This design comes from an exercise in tuning for small area, a short achievable clock period and few clock cycles on the open sky130 flow, not from production work. Where RTL was checked, it was by simulation tests only, not by an equivalence proof against the original. The RTL of run 1 was laid out without a check of its function.

==> flow/design.v (outline; a module is shown in full before it is edited, if it fits) <==
// module cluster_cone_midpoint: 229 lines
// module ccm_xcmp: 878 lines
module cluster_cone_midpoint #(
    parameter int COORD_WIDTH = 16
) (
    input  logic                                       clk,
    input  logic                                       rst_n,
    input  logic                                       cfg_wr_en,
    input  logic [ccm_pkg::CFG_IDX_W-1:0]              cfg_wr_index,
    input  logic [ccm_pkg::REG_W-1:0]                  cfg_wr_data,
    input  logic                                       s_tvalid,
    output logic                                       s_tready,
    input  logic [((3*COORD_WIDTH+7)/8)*8-1:0]         s_tdata,   
    input  logic                                       s_tuser,   
    input  logic                                       s_tlast,   
    output logic                                       m_tvalid,
    input  logic                                       m_tready,
    output logic [((3*COORD_WIDTH+7)/8)*8-1:0]         m_tdata    
);
  // ...
==> flow/run.sh <==
#!/bin/bash
# synth_recipe.tcl (not shown) runs the flow's synth.tcl, then flattens the netlist and writes it again
# the make line also repeats each setting of config.mk as NAME=value (left out here)
make -C /OpenROAD-flow-scripts/flow DESIGN_CONFIG=/design/flow/config.mk WORK_HOME=/design/flow/orfs CLKGATE_MAP_FILE= SYNTH_SCRIPT=/design/flow/synth_recipe.tcl finish
==> flow/config.mk <==
export PLATFORM = sky130hd
export DESIGN_NAME = cluster_cone_midpoint
export DESIGN_NICKNAME = cluster_cone_midpoint
export VERILOG_FILES = /design/flow/design.v
export SDC_FILE = /design/flow/constraint.sdc
export NUM_CORES = 4
export LEC_CHECK = 0
export ABC_AREA = 1
export CAP_MARGIN = 20
export CORE_MARGIN = 2
export CORE_UTILIZATION = 40
export SLEW_MARGIN = 20
==> flow/constraint.sdc <==
create_clock -name core_clock -period 12.5 [get_ports {clk}]
set_input_delay 2.5000 -clock core_clock [delete_from_list [all_inputs] [get_ports {clk}]]
set_output_delay 2.5000 -clock core_clock [all_outputs]
set_load 0.01 [all_outputs]
==> run summary, run 1 <==
* Cell with the most instances after synthesis: sky130_fd_sc_hd__inv_1
* Maximum clock path buffer count at 3
* Critical setup path kind: flop to flop
* RSZ-0062 raised after global routing: no
* Portion of netlist area occupied by mux cells at 0.000218
* Worst path most repeated cell: sky130_fd_sc_hd__inv_1
* Top FF cell, synth: sky130_fd_sc_hd__edfxtp_1
* Yosys top cell by area: sky130_fd_sc_hd__fa_1
* Status: finished clean
* CTS Buf Count at 41
* Dominant kind of cell: multi-input combinational cells
* Adder and majority cell fraction of the synthesized area at 0.311
* Post-synthesis cell area at 46000 um2
* Vias after detailed routing at 39200
* Maximum capacitance violations at 0
* Synthesis-stage register bit count at 353
* Most area-consuming cells after synthesis: sky130_fd_sc_hd__fa_1 19%, sky130_fd_sc_hd__edfxtp_1 17%, sky130_fd_sc_hd__ha_1 12%, sky130_fd_sc_hd__xor2_1 11%, sky130_fd_sc_hd__inv_1 6.9%
* Count of placed standard cells including taps at 6803
* Ranking of synthesized cells by instance count: 848 x sky130_fd_sc_hd__inv_1, 680 x sky130_fd_sc_hd__nand2_1, 563 x sky130_fd_sc_hd__xor2_1
* Share of the cycle needed by the critical path after routing at 0.777
* FP Rows at 124
* N_diodes at 1
* Cells after synthesis at 5357
* Number of multi-input combinational cells in the layout at 3793
* Highest-delay cell along the critical path: sky130_fd_sc_hd__nand2_1
* Post-layout worst setup margin at 2.79 ns
* Multi-input combinational cell area at 31400 um2
* Initial DRT Pass Iterations at 9
* Fin. max-slew vios at 0
==> module cluster_cone_midpoint, before the edit <==
module cluster_cone_midpoint #(
    parameter int COORD_WIDTH = 16
) (
    input  logic                                       clk,
    input  logic                                       rst_n,
    input  logic                                       cfg_wr_en,
    input  logic [ccm_pkg::CFG_IDX_W-1:0]              cfg_wr_index,
    input  logic [ccm_pkg::REG_W-1:0]                  cfg_wr_data,
    input  logic                                       s_tvalid,
    output logic                                       s_tready,
    input  logic [((3*COORD_WIDTH+7)/8)*8-1:0]         s_tdata,   
    input  logic                                       s_tuser,   
    input  logic                                       s_tlast,   
    output logic                                       m_tvalid,
    input  logic                                       m_tready,
    output logic [((3*COORD_WIDTH+7)/8)*8-1:0]         m_tdata    
);
    localparam int W      = 16;
    localparam int DATA_W = ((3*COORD_WIDTH+7)/8)*8;
    localparam bit READY_COMB = 1'b1;
    logic [REG_W-1:0] min_height_reg, max_height_reg;
    logic [REG_W-1:0] max_width_x_reg, max_width_y_reg;
    logic [REG_W-1:0] box_seed_reg;
    logic                in_valid_reg;
    logic signed [W-1:0] in_x_reg, in_y_reg, in_z_reg;
    logic                in_first_reg, in_last_reg;
    logic                 cluster_open_reg;
    logic signed [W-1:0]  box_min_x_reg, box_max_x_reg, box_min_y_reg, box_max_y_reg;
    logic signed [W-1:0]  box_min_z_reg, box_max_z_reg;
    logic signed [W-1:0]  best0_x_reg, best0_y_reg, best1_x_reg, best1_y_reg;
    logic                 best1_valid_reg;
    logic signed [W-1:0]  frame_low_reg;
    logic                out_valid_reg;
    logic signed [W-1:0] out_x_reg, out_y_reg, out_z_reg;
    logic process;
    assign process  = in_valid_reg && (!in_last_reg || !out_valid_reg || m_tready);
    assign s_tready = READY_COMB ? (!in_valid_reg || process)
                                 : (!in_valid_reg || !in_last_reg || !out_valid_reg);
    assign m_tvalid = out_valid_reg;
    assign m_tdata  = DATA_W'({out_z_reg, out_y_reg, out_x_reg});
    function automatic logic [1:0] bclass(input logic signed [W-1:0] x,
                                          input logic signed [W-1:0] y);
        logic [1:0] c;
        if (y[W-1])
            c = BC_LOW;
        else if ((y == '0) && !x[W-1])
            c = BC_MID;
        else
            c = BC_HIGH;
        bclass = c;
    endfunction
    always_ff @(posedge clk or negedge rst_n)
    begin
        if (!rst_n)
        begin
            min_height_reg  <= RST_MIN_HEIGHT;
            max_height_reg  <= RST_MAX_HEIGHT;
            max_width_x_reg <= RST_MAX_WIDTH_X;
            max_width_y_reg <= RST_MAX_WIDTH_Y;
            box_seed_reg    <= RST_BOX_SEED;
        end
        else if (cfg_wr_en)
        begin
            case (cfg_wr_index)
                CFG_MIN_HEIGHT:  min_height_reg  <= cfg_wr_data;
                CFG_MAX_HEIGHT:  max_height_reg  <= cfg_wr_data;
                CFG_MAX_WIDTH_X: max_width_x_reg <= cfg_wr_data;
                CFG_MAX_WIDTH_Y: max_width_y_reg <= cfg_wr_data;
                CFG_BOX_SEED:    box_seed_reg    <= cfg_wr_data;
                default:         ;   
            endcase
        end
    end
    logic gt0, gt1;
    ccm_xcmp u_cmp0 (.ax(in_x_reg), .ay(in_y_reg), .bx(best0_x_reg), .by(best0_y_reg), .gt(gt0));
    ccm_xcmp u_cmp1 (.ax(in_x_reg), .ay(in_y_reg), .bx(best1_x_reg), .by(best1_y_reg), .gt(gt1));
    logic signed [W-1:0] box_min_x_next, box_max_x_next, box_min_y_next, box_max_y_next;
    logic signed [W-1:0] box_min_z_next, box_max_z_next;
    logic signed [W-1:0] best0_x_next, best0_y_next, best1_x_next, best1_y_next;
    logic                best1_valid_next;
    logic signed [W-1:0] frame_low_next, out_x_next, out_y_next;
    logic                qualify;
    always_comb
    begin
        logic signed [W-1:0]  seed_pos, seed_neg;
        logic signed [W-1:0]  e_min_x, e_max_x, e_min_y, e_max_y, e_min_z, e_max_z;
        logic                 e_valid1;
        logic signed [W-1:0]  e_frame_low;
        logic [1:0]           ca, c0, c1;
        logic                 above0, above1;
        logic signed [W:0]    h, wx, wy;
        logic signed [W:0]    sum_ab_x, sum_ab_y, sum_bb_x, sum_bb_y;
        seed_pos = W'(box_seed_reg);
        seed_neg = -seed_pos;
        e_min_x     = cluster_open_reg ? box_min_x_reg : seed_pos;
        e_max_x     = cluster_open_reg ? box_max_x_reg : seed_neg;
        e_min_y     = cluster_open_reg ? box_min_y_reg : seed_pos;
        e_max_y     = cluster_open_reg ? box_max_y_reg : seed_neg;
        e_min_z     = cluster_open_reg ? box_min_z_reg : seed_pos;
        e_max_z     = cluster_open_reg ? box_max_z_reg : seed_neg;
        e_valid1    = cluster_open_reg && best1_valid_reg;
        e_frame_low = in_first_reg ? '0 : frame_low_reg;
        box_min_x_next = (in_x_reg < e_min_x) ? in_x_reg : e_min_x;
        box_max_x_next = (in_x_reg > e_max_x) ? in_x_reg : e_max_x;
        box_min_y_next = (in_y_reg < e_min_y) ? in_y_reg : e_min_y;
        box_max_y_next = (in_y_reg > e_max_y) ? in_y_reg : e_max_y;
        box_min_z_next = (in_z_reg < e_min_z) ? in_z_reg : e_min_z;
        box_max_z_next = (in_z_reg > e_max_z) ? in_z_reg : e_max_z;
        ca = bclass(in_x_reg, in_y_reg);
        c0 = bclass(best0_x_reg, best0_y_reg);
        c1 = bclass(best1_x_reg, best1_y_reg);
        above0 = (ca != c0) ? (ca > c0) : ((ca != BC_MID) && gt0);
        above1 = (ca != c1) ? (ca > c1) : ((ca != BC_MID) && gt1);
        sum_ab_x = (W+1)'(in_x_reg) + (W+1)'(best0_x_reg);
        sum_ab_y = (W+1)'(in_y_reg) + (W+1)'(best0_y_reg);
        sum_bb_x = (W+1)'(best0_x_reg) + (W+1)'(best1_x_reg);
        sum_bb_y = (W+1)'(best0_y_reg) + (W+1)'(best1_y_reg);
        best0_x_next     = best0_x_reg;
        best0_y_next     = best0_y_reg;
        best1_x_next     = best1_x_reg;
        best1_y_next     = best1_y_reg;
        best1_valid_next = e_valid1;
        out_x_next       = sum_bb_x[W:1];
        out_y_next       = sum_bb_y[W:1];
        if (!cluster_open_reg)
        begin
            best0_x_next     = in_x_reg;
            best0_y_next     = in_y_reg;
            out_x_next       = in_x_reg;
            out_y_next       = in_y_reg;
        end
        else if (above0)
        begin
            best1_x_next     = best0_x_reg;
            best1_y_next     = best0_y_reg;
            best1_valid_next = 1'b1;
            best0_x_next     = in_x_reg;
            best0_y_next     = in_y_reg;
            out_x_next       = sum_ab_x[W:1];
            out_y_next       = sum_ab_y[W:1];
        end
        else if (!e_valid1 || above1)
        begin
            best1_x_next     = in_x_reg;
            best1_y_next     = in_y_reg;
            best1_valid_next = 1'b1;
            out_x_next       = sum_ab_x[W:1];
            out_y_next       = sum_ab_y[W:1];
        end
        h  = (W+1)'(box_max_z_next) - (W+1)'(box_min_z_next);
        wx = (W+1)'(box_max_x_next) - (W+1)'(box_min_x_next);
        wy = (W+1)'(box_max_y_next) - (W+1)'(box_min_y_next);
        qualify = in_last_reg
               && (h  > (W+1)'($signed({1'b0, min_height_reg})))
               && (h  < (W+1)'($signed({1'b0, max_height_reg})))
               && (wx < (W+1)'($signed({1'b0, max_width_x_reg})))
               && (wy < (W+1)'($signed({1'b0, max_width_y_reg})));
        frame_low_next = e_frame_low;
        if (qualify && (box_min_z_next < e_frame_low))
            frame_low_next = box_min_z_next;
    end
    always_ff @(posedge clk or negedge rst_n)
    begin
        if (!rst_n)
            in_valid_reg <= 1'b0;
        else if (s_tready)
            in_valid_reg <= s_tvalid;
        else if (process)
            in_valid_reg <= 1'b0;
    end
    always_ff @(posedge clk)
    begin
        if (s_tready)
        begin
            in_x_reg     <= s_tdata[W-1:0];
            in_y_reg     <= s_tdata[2*W-1:W];
            in_z_reg     <= s_tdata[3*W-1:2*W];
            in_first_reg <= s_tuser;
            in_last_reg  <= s_tlast;
        end
    end
    always_ff @(posedge clk or negedge rst_n)
    begin
        if (!rst_n)
        begin
            cluster_open_reg <= 1'b0;
            frame_low_reg    <= '0;
            out_valid_reg    <= 1'b0;
        end
        else
        begin
            if (process && qualify)
                out_valid_reg <= 1'b1;
            else if (m_tready)
                out_valid_reg <= 1'b0;
            if (process)
            begin
                cluster_open_reg <= !in_last_reg;
                frame_low_reg    <= frame_low_next;
            end
        end
    end
    always_ff @(posedge clk)
    begin
        if (process)
        begin
            box_min_x_reg   <= box_min_x_next;
            box_max_x_reg   <= box_max_x_next;
            box_min_y_reg   <= box_min_y_next;
            box_max_y_reg   <= box_max_y_next;
            box_min_z_reg   <= box_min_z_next;
            box_max_z_reg   <= box_max_z_next;
            best0_x_reg     <= best0_x_next;
            best0_y_reg     <= best0_y_next;
            best1_x_reg     <= best1_x_next;
            best1_y_reg     <= best1_y_next;
            best1_valid_reg <= best1_valid_next;
        end
    end
    always_ff @(posedge clk)
    begin
        if (process && qualify)
        begin
            out_x_reg <= out_x_next;
            out_y_reg <= out_y_next;
            out_z_reg <= frame_low_next;
        end
    end
endmodule
==> inputs of run 2 (changes only) <==
--- a/flow/design.v
+++ b/flow/design.v
@@ -37,7 +37,6 @@
 );
     localparam int W      = 16;
     localparam int DATA_W = ((3*COORD_WIDTH+7)/8)*8;
-    localparam bit READY_COMB = 1'b1;
     logic [REG_W-1:0] min_height_reg, max_height_reg;
     logic [REG_W-1:0] max_width_x_reg, max_width_y_reg;
     logic [REG_W-1:0] box_seed_reg;
@@ -50,14 +49,15 @@
     logic signed [W-1:0]  best0_x_reg, best0_y_reg, best1_x_reg, best1_y_reg;
     logic                 best1_valid_reg;
     logic signed [W-1:0]  frame_low_reg;
-    logic                out_valid_reg;
-    logic signed [W-1:0] out_x_reg, out_y_reg, out_z_reg;
+    logic                 out_valid_reg;
     logic process;
-    assign process  = in_valid_reg && (!in_last_reg || !out_valid_reg || m_tready);
-    assign s_tready = READY_COMB ? (!in_valid_reg || process)
-                                 : (!in_valid_reg || !in_last_reg || !out_valid_reg);
-    assign m_tvalid = out_valid_reg;
-    assign m_tdata  = DATA_W'({out_z_reg, out_y_reg, out_x_reg});
+    logic signed [W:0] mid_x_sum, mid_y_sum;
+    assign process   = in_valid_reg && (!out_valid_reg || m_tready);
+    assign s_tready  = !in_valid_reg || !out_valid_reg || m_tready;
+    assign mid_x_sum = (W+1)'(best0_x_reg) + (W+1)'(best1_x_reg);
+    assign mid_y_sum = (W+1)'(best0_y_reg) + (W+1)'(best1_y_reg);
+    assign m_tvalid  = out_valid_reg;
+    assign m_tdata   = DATA_W'({frame_low_reg, mid_y_sum[W:1], mid_x_sum[W:1]});
     function automatic logic [1:0] bclass(input logic signed [W-1:0] x,
                                           input logic signed [W-1:0] y);
         logic [1:0] c;
@@ -96,85 +96,42 @@
     ccm_xcmp u_cmp1 (.ax(in_x_reg), .ay(in_y_reg), .bx(best1_x_reg), .by(best1_y_reg), .gt(gt1));
     logic signed [W-1:0] box_min_x_next, box_max_x_next, box_min_y_next, box_max_y_next;
     logic signed [W-1:0] box_min_z_next, box_max_z_next;
-    logic signed [W-1:0] best0_x_next, best0_y_next, best1_x_next, best1_y_next;
-    logic                best1_valid_next;
-    logic signed [W-1:0] frame_low_next, out_x_next, out_y_next;
+    logic signed [W-1:0] seed_pos, seed_neg;
+    logic                load_seed, take0, take1_a, take1_b0;
+    logic signed [W-1:0] frame_low_next;
     logic                qualify;
     always_comb
     begin
-        logic signed [W-1:0]  seed_pos, seed_neg;
-        logic signed [W-1:0]  e_min_x, e_max_x, e_min_y, e_max_y, e_min_z, e_max_z;
-        logic                 e_valid1;
         logic signed [W-1:0]  e_frame_low;
         logic [1:0]           ca, c0, c1;
         logic                 above0, above1;
         logic signed [W:0]    h, wx, wy;
-        logic signed [W:0]    sum_ab_x, sum_ab_y, sum_bb_x, sum_bb_y;
         seed_pos = W'(box_seed_reg);
         seed_neg = -seed_pos;
-        e_min_x     = cluster_open_reg ? box_min_x_reg : seed_pos;
-        e_max_x     = cluster_open_reg ? box_max_x_reg : seed_neg;
-        e_min_y     = cluster_open_reg ? box_min_y_reg : seed_pos;
-        e_max_y     = cluster_open_reg ? box_max_y_reg : seed_neg;
-        e_min_z     = cluster_open_reg ? box_min_z_reg : seed_pos;
-        e_max_z     = cluster_open_reg ? box_max_z_reg : seed_neg;
-        e_valid1    = cluster_open_reg && best1_valid_reg;
-        e_frame_low = in_first_reg ? '0 : frame_low_reg;
-        box_min_x_next = (in_x_reg < e_min_x) ? in_x_reg : e_min_x;
-        box_max_x_next = (in_x_reg > e_max_x) ? in_x_reg : e_max_x;
-        box_min_y_next = (in_y_reg < e_min_y) ? in_y_reg : e_min_y;
-        box_max_y_next = (in_y_reg > e_max_y) ? in_y_reg : e_max_y;
-        box_min_z_next = (in_z_reg < e_min_z) ? in_z_reg : e_min_z;
-        box_max_z_next = (in_z_reg > e_max_z) ? in_z_reg : e_max_z;
+        load_seed = process ? in_last_reg : !cluster_open_reg;
+        box_min_x_next = (in_x_reg < box_min_x_reg) ? in_x_reg : box_min_x_reg;
+        box_max_x_next = (in_x_reg > box_max_x_reg) ? in_x_reg : box_max_x_reg;
+        box_min_y_next = (in_y_reg < box_min_y_reg) ? in_y_reg : box_min_y_reg;
+        box_max_y_next = (in_y_reg > box_max_y_reg) ? in_y_reg : box_max_y_reg;
+        box_min_z_next = (in_z_reg < box_min_z_reg) ? in_z_reg : box_min_z_reg;
+        box_max_z_next = (in_z_reg > box_max_z_reg) ? in_z_reg : box_max_z_reg;
         ca = bclass(in_x_reg, in_y_reg);
         c0 = bclass(best0_x_reg, best0_y_reg);
         c1 = bclass(best1_x_reg, best1_y_reg);
         above0 = (ca != c0) ? (ca > c0) : ((ca != BC_MID) && gt0);
         above1 = (ca != c1) ? (ca > c1) : ((ca != BC_MID) && gt1);
-        sum_ab_x = (W+1)'(in_x_reg) + (W+1)'(best0_x_reg);
-        sum_ab_y = (W+1)'(in_y_reg) + (W+1)'(best0_y_reg);
-        sum_bb_x = (W+1)'(best0_x_reg) + (W+1)'(best1_x_reg);
-        sum_bb_y = (W+1)'(best0_y_reg) + (W+1)'(best1_y_reg);
-        best0_x_next     = best0_x_reg;
-        best0_y_next     = best0_y_reg;
-        best1_x_next     = best1_x_reg;
-        best1_y_next     = best1_y_reg;
-        best1_valid_next = e_valid1;
-        out_x_next       = sum_bb_x[W:1];
-        out_y_next       = sum_bb_y[W:1];
-        if (!cluster_open_reg)
-        begin
-            best0_x_next     = in_x_reg;
-            best0_y_next     = in_y_reg;
-            out_x_next       = in_x_reg;
-            out_y_next       = in_y_reg;
-        end
-        else if (above0)
-        begin
-            best1_x_next     = best0_x_reg;
-            best1_y_next     = best0_y_reg;
-            best1_valid_next = 1'b1;
-            best0_x_next     = in_x_reg;
-            best0_y_next     = in_y_reg;
-            out_x_next       = sum_ab_x[W:1];
-            out_y_next       = sum_ab_y[W:1];
-        end
-        else if (!e_valid1 || above1)
-        begin
-            best1_x_next     = in_x_reg;
-            best1_y_next     = in_y_reg;
-            best1_valid_next = 1'b1;
-            out_x_next       = sum_ab_x[W:1];
-            out_y_next       = sum_ab_y[W:1];
-        end
+        take0    = process && (!cluster_open_reg || above0);
+        take1_b0 = process && cluster_open_reg && above0;
+        take1_a  = process && (!cluster_open_reg || (!above0 && (!best1_valid_reg || above1)));
         h  = (W+1)'(box_max_z_next) - (W+1)'(box_min_z_next);
         wx = (W+1)'(box_max_x_next) - (W+1)'(box_min_x_next);
         wy = (W+1)'(box_max_y_next) - (W+1)'(box_min_y_next);
         qualify = in_last_reg
-               && (h  > (W+1)'($signed({1'b0, min_height_reg})))
-               && (h  < (W+1)'($signed({1'b0, max_height_reg})))
-               && (wx < (W+1)'($signed({1'b0, max_width_x_reg})))
-               && (wy < (W+1)'($signed({1'b0, max_width_y_reg})));
+               && (h  > (W+1)'(signed'({1'b0, min_height_reg})))
+               && (h  < (W+1)'(signed'({1'b0, max_height_reg})))
+               && (wx < (W+1)'(signed'({1'b0, max_width_x_reg})))
+               && (wy < (W+1)'(signed'({1'b0, max_width_y_reg})));
+        e_frame_low    = in_first_reg ? '0 : frame_low_reg;
         frame_low_next = e_frame_low;
         if (qualify && (box_min_z_next < e_frame_low))
             frame_low_next = box_min_z_next;
@@ -185,8 +142,6 @@
             in_valid_reg <= 1'b0;
         else if (s_tready)
             in_valid_reg <= s_tvalid;
-        else if (process)
-            in_valid_reg <= 1'b0;
     end
     always_ff @(posedge clk)
     begin
@@ -222,29 +177,44 @@
     end
     always_ff @(posedge clk)
     begin
-        if (process)
+        if (load_seed)
+        begin
+            box_min_x_reg <= seed_pos;
+            box_max_x_reg <= seed_neg;
+            box_min_y_reg <= seed_pos;
+            box_max_y_reg <= seed_neg;
+            box_min_z_reg <= seed_pos;
+            box_max_z_reg <= seed_neg;
+        end
+        else if (process)
         begin
-            box_min_x_reg   <= box_min_x_next;
-            box_max_x_reg   <= box_max_x_next;
-            box_min_y_reg   <= box_min_y_next;
-            box_max_y_reg   <= box_max_y_next;
-            box_min_z_reg   <= box_min_z_next;
-            box_max_z_reg   <= box_max_z_next;
-            best0_x_reg     <= best0_x_next;
-            best0_y_reg     <= best0_y_next;
-            best1_x_reg     <= best1_x_next;
-            best1_y_reg     <= best1_y_next;
-            best1_valid_reg <= best1_valid_next;
+            box_min_x_reg <= box_min_x_next;
+            box_max_x_reg <= box_max_x_next;
+            box_min_y_reg <= box_min_y_next;
+            box_max_y_reg <= box_max_y_next;
+            box_min_z_reg <= box_min_z_next;
+            box_max_z_reg <= box_max_z_next;
         end
     end
     always_ff @(posedge clk)
     begin
-        if (process && qualify)
+        if (take0)
+        begin
+            best0_x_reg <= in_x_reg;
+            best0_y_reg <= in_y_reg;
+        end
+        if (take1_a)
         begin
-            out_x_reg <= out_x_next;
-            out_y_reg <= out_y_next;
-            out_z_reg <= frame_low_next;
+            best1_x_reg <= in_x_reg;
+            best1_y_reg <= in_y_reg;
         end
+        else if (take1_b0)
+        begin
+            best1_x_reg <= best0_x_reg;
+            best1_y_reg <= best0_y_reg;
+        end
+        if (process)
+            best1_valid_reg <= cluster_open_reg;
     end
 endmodule
 module ccm_xcmp (
==> run 2 against run 1 <==
  * Still clean on timing, DRC and antenna
  * Worst hold slack improved by 0.0028 ns
  * Clock skew shrank 0.013 ns
  * First-iteration DRC count decreased by 9.5%
  * Maximum frequency rose by 6.5%
  * Critical endpoint is now best1_y_reg[13]$_DFFE_PP_
  * Largest cell class unchanged
==> run summary, run 2 <==
* Status: finished clean
* Skew-Pair Late Insertion Delay at 0.53 ns
* Crit path max fanout at 34
* Slowest cell delay on critical path at 0.68 ns
* Post-CTS setup buffers at 0
* Crit path launch type: flop
* CTS Buf Count at 34 (-17%)
* Via count of the first global-routing pass at 36600
* Post-synthesis cell area at 43300 um2 (-5.9%)
* Final setup fails at 0
* Maximum clock path buffer count at 3 (unchanged)
* Fin. max-slew vios at 0 (unchanged)
* Number of sinks driven by the clock tree at 305
* Category of the worst setup path capture point: flop
* Mean instance size in the synthesized netlist at 8.38 um2
* Leading cell type in the layout, fill and taps excluded: sky130_fd_sc_hd__inv_1
* Yosys top cell by area: sky130_fd_sc_hd__fa_1
* Y dimension of the die at 333 um
* Bufs and invs on worst path at 7
* Width of the die at 333 um
* Share of the cycle needed by the critical path after routing at 0.729 (-0.0476)
* Floorplan die area at 111000 um2
* Period minus WS final at 9.11 ns
* Detailed placement HPWL at 115000 um
* Final worst hold slack at 0.482 ns
* Synthesis-stage register bit count at 305 (-14%)
* Critical setup path kind: flop to flop
* DRC viols at 0
* All-layer global routing usage at 0.267
* Top FF cell, synth: sky130_fd_sc_hd__edfxtp_1
* Initial core utilization at 0.404
* Number of hold buffers added after cts at 0
* Hold Vio Cnt, Final at 0
* Netlist cell types at 58
* Sum of negative setup slack at 0 ns
* Initial DRT Pass Iterations at 12 (+3)
* PortBufs at 122
* Most used cells in the layout excluding fill and tap cells: 954 x sky130_fd_sc_hd__inv_1, 696 x sky130_fd_sc_hd__nand2_1, 543 x sky130_fd_sc_hd__xor2_1, 492 x sky130_fd_sc_hd__o22ai_1, 443 x sky130_fd_sc_hd__fa_1
* Mapped Nets at 6082
* Vias after detailed routing at 36600 (-6.8%)
* Number of resized instances in the post-cts repair step at 0
* Critical path data required time at 12.78 ns
* Cell with the most instances after synthesis: sky130_fd_sc_hd__inv_1
* Clock transition at the register clock pins on the worst setup and hold paths after CTS at 0.06 ns
* Wire length of the first global-routing pass at 226000 um
* Type of the most critical hold path: flop to flop
* Routability Congestion at 1.05
* N_diodes at 0 (-1)
* Post-placement worst setup slack at 3.50 ns
* Share of async-settable or async-resettable flops after synthesis at 0.308
* Violation count after the first detailed-route iteration at 3656
* Antenna-violating nets left at 0
* Ranking of synthesized cells by instance count: 954 x sky130_fd_sc_hd__inv_1, 700 x sky130_fd_sc_hd__nand2_1, 545 x sky130_fd_sc_hd__xor2_1
* FP Rows at 120 (-3.2%)
* Worst path most repeated cell: sky130_fd_sc_hd__fa_1
* Highest-delay cell along the critical path: sky130_fd_sc_hd__edfxtp_1
* Total length of routed wires at 150000 um
* Boundary Pins at 123
* Endpoint arrival time on the critical path at 9.39 ns
* RSZ-0062 raised after global routing: no
* Detail-routed via count per cell at 5.58
* Yosys top cell area share at 0.205
* Initial antenna violation count at 3
* H-tree levels at 2
* Share of layout cells above drive strength 1 at 0.0452
* Most area-consuming cells after synthesis: sky130_fd_sc_hd__fa_1 20%, sky130_fd_sc_hd__edfxtp_1 14%, sky130_fd_sc_hd__ha_1 12%, sky130_fd_sc_hd__xor2_1 11%, sky130_fd_sc_hd__inv_1 8.3%
* Largest net degree at the start of global routing at 75
* Congestion Overflow GR at 0
* Yosys warning count at 1
* Final cell utilization of the core at 0.439
* Cell type group with the largest total delay on the critical path: adder cells
* Routed len/inst at 22.8 um
* Master cell of the clock root buffer: sky130_fd_sc_hd__clkbuf_16
* Final clock skew at 0.0144 ns
* Count of nets after finishing at 6044
* # fillers at 10600
* Post-layout worst setup margin at 3.39 ns (+0.596 ns)
* Signed area change from the synthesized netlist to the final layout at 8.77%
* Standard cell core area at 107000 um2
* Measured slew at the worst slew-check pin at 1.17 ns
* Clock tree from TritonCTS: yes
* Maximum capacitance violations at 0 (unchanged)
* Fmax at 110 MHz
* Worst slew margin relative to its limit at 0.215
* Post-synth EDFFs at 208
* Cells after synthesis at 5164 (-3.6%)
* Proportion of synthesized chip area in sequential cells at 0.201
-- run 2: cell count changes after synthesis, sizes merged, moves of 17 or more --
cell,delta
clkbuf,-31
nor2,+22
edfxtp,-51
inv,+106
buf,+18
a21oi,-53
o21ai,-102
clkinv,-17
xor2,-18
ha,-30
-- run 2: path summary, 6_finish.rpt --
| check | startpoint | endpoint | slack, ns | depth (start not counted) |
|---|---|---|---|---|
| hold / removal | max_width_y_reg[9]$_DFFE_PN0P_ | max_width_y_reg[9]$_DFFE_PN0P_ | 0.48 | 2 |
| setup reg to reg | in_y_reg[0]$_DFFE_PP_ | best1_y_reg[13]$_DFFE_PP_ | 3.39 | 29 |
| setup / recovery | in_y_reg[0]$_DFFE_PP_ | best1_y_reg[13]$_DFFE_PP_ | 3.39 | 29 |
| hold reg to reg | max_width_y_reg[9]$_DFFE_PN0P_ | max_width_y_reg[9]$_DFFE_PN0P_ | 0.48 | 2 |
| max in group asynchronous | rst_n | max_width_y_reg[1]$_DFFE_PN0P_ | 9.37 | 2 |
| min in group asynchronous | rst_n | frame_low_reg[1]$_DFFE_PN0P_ | 1.85 | 1 |
-- run 2: worst min-delay path, delay by kind of cell, from the launching register on --
| family | cells | cell delay [ns] |
|---|---|---|
| simple gates | 1 | 0.05 |
| flops | 1 | 0.34 |
| compound gates | 1 | 0.05 |
-- run 2: final cells by class --
cell class | count | area (um2) | area share
Clock inverter | 11 | 66.3 | 0.00141
Multi-Input combinational cell | 3572 | 29800 | 0.634
Clock buffer | 51 | 1030 | 0.0219
Tap cell | 1403 | 1760 | 0.0373
Timing Repair Buffer | 218 | 1960 | 0.0416
Sequential cell | 305 | 8680 | 0.184
Inverter | 995 | 3730 | 0.0794
-- run 2: per-layer routing --
layer,track usage,vias up,share of wire
met4,0.114,6,0.048
met1,0.335,17600,0.39
met2,0.449,1778,0.47
met5,0,-,0.00023
met3,0.0498,420,0.092
li1,-,16800,-
-- run 2: metrics by stage --
step           std cells  instance area (um2)
2_1_floorplan       5164                43300
3_3_place_gp        6490                45900
3_5_place_dp        6490                45900
6_report            6555                47100
5_1_grt             6555                47100
4_1_cts             6552                47000
-- run 2: cell families after synthesis --
kind of cell,share of synthesized area
buffers and inverters,0.112
AOI/OAI and AO/OA,0.145
xor gates and xnor gates,0.117
DFF,0.201
muxes,0.000231
and+or+nand+nor,0.103
adders and majority gates,0.321
Testbench counts of run 2, summed over its fixed seeds: cycles 17,830.

==> afterwards: timing with drivers on the ports <==
Ports are ideal in the flow. The routed layouts listed here were re-timed in OpenROAD. Step 1 (the two cells are an assumption about what drives the block):
set clk [get_ports {clk}]
set_driving_cell -lib_cell sky130_fd_sc_hd__clkbuf_16 $clk
set_driving_cell -lib_cell sky130_fd_sc_hd__buf_2 [delete_from_list [all_inputs] $clk]
Step 2, shift: input delay + t, output delay - t, t = (earliest + latest rising clock arrival at the registers) / 2. This alone moves slack from input paths to output paths. Three values: ideal, step 1, step 2; two values: the first two.
| run | t (ns) | setup slack, ns | worst setup path after step 2 | worst data-port slew with drivers (ns) |
|---|---|---|---|---|
| run 1 | 0.627 | 2.791 / 2.791 / 2.791 | register to register | 0.10 |
| run 2 | 0.588 | 3.387 / 3.387 / 3.387 | register to register | 0.10 |
After both steps setup and hold are still met in every run listed.
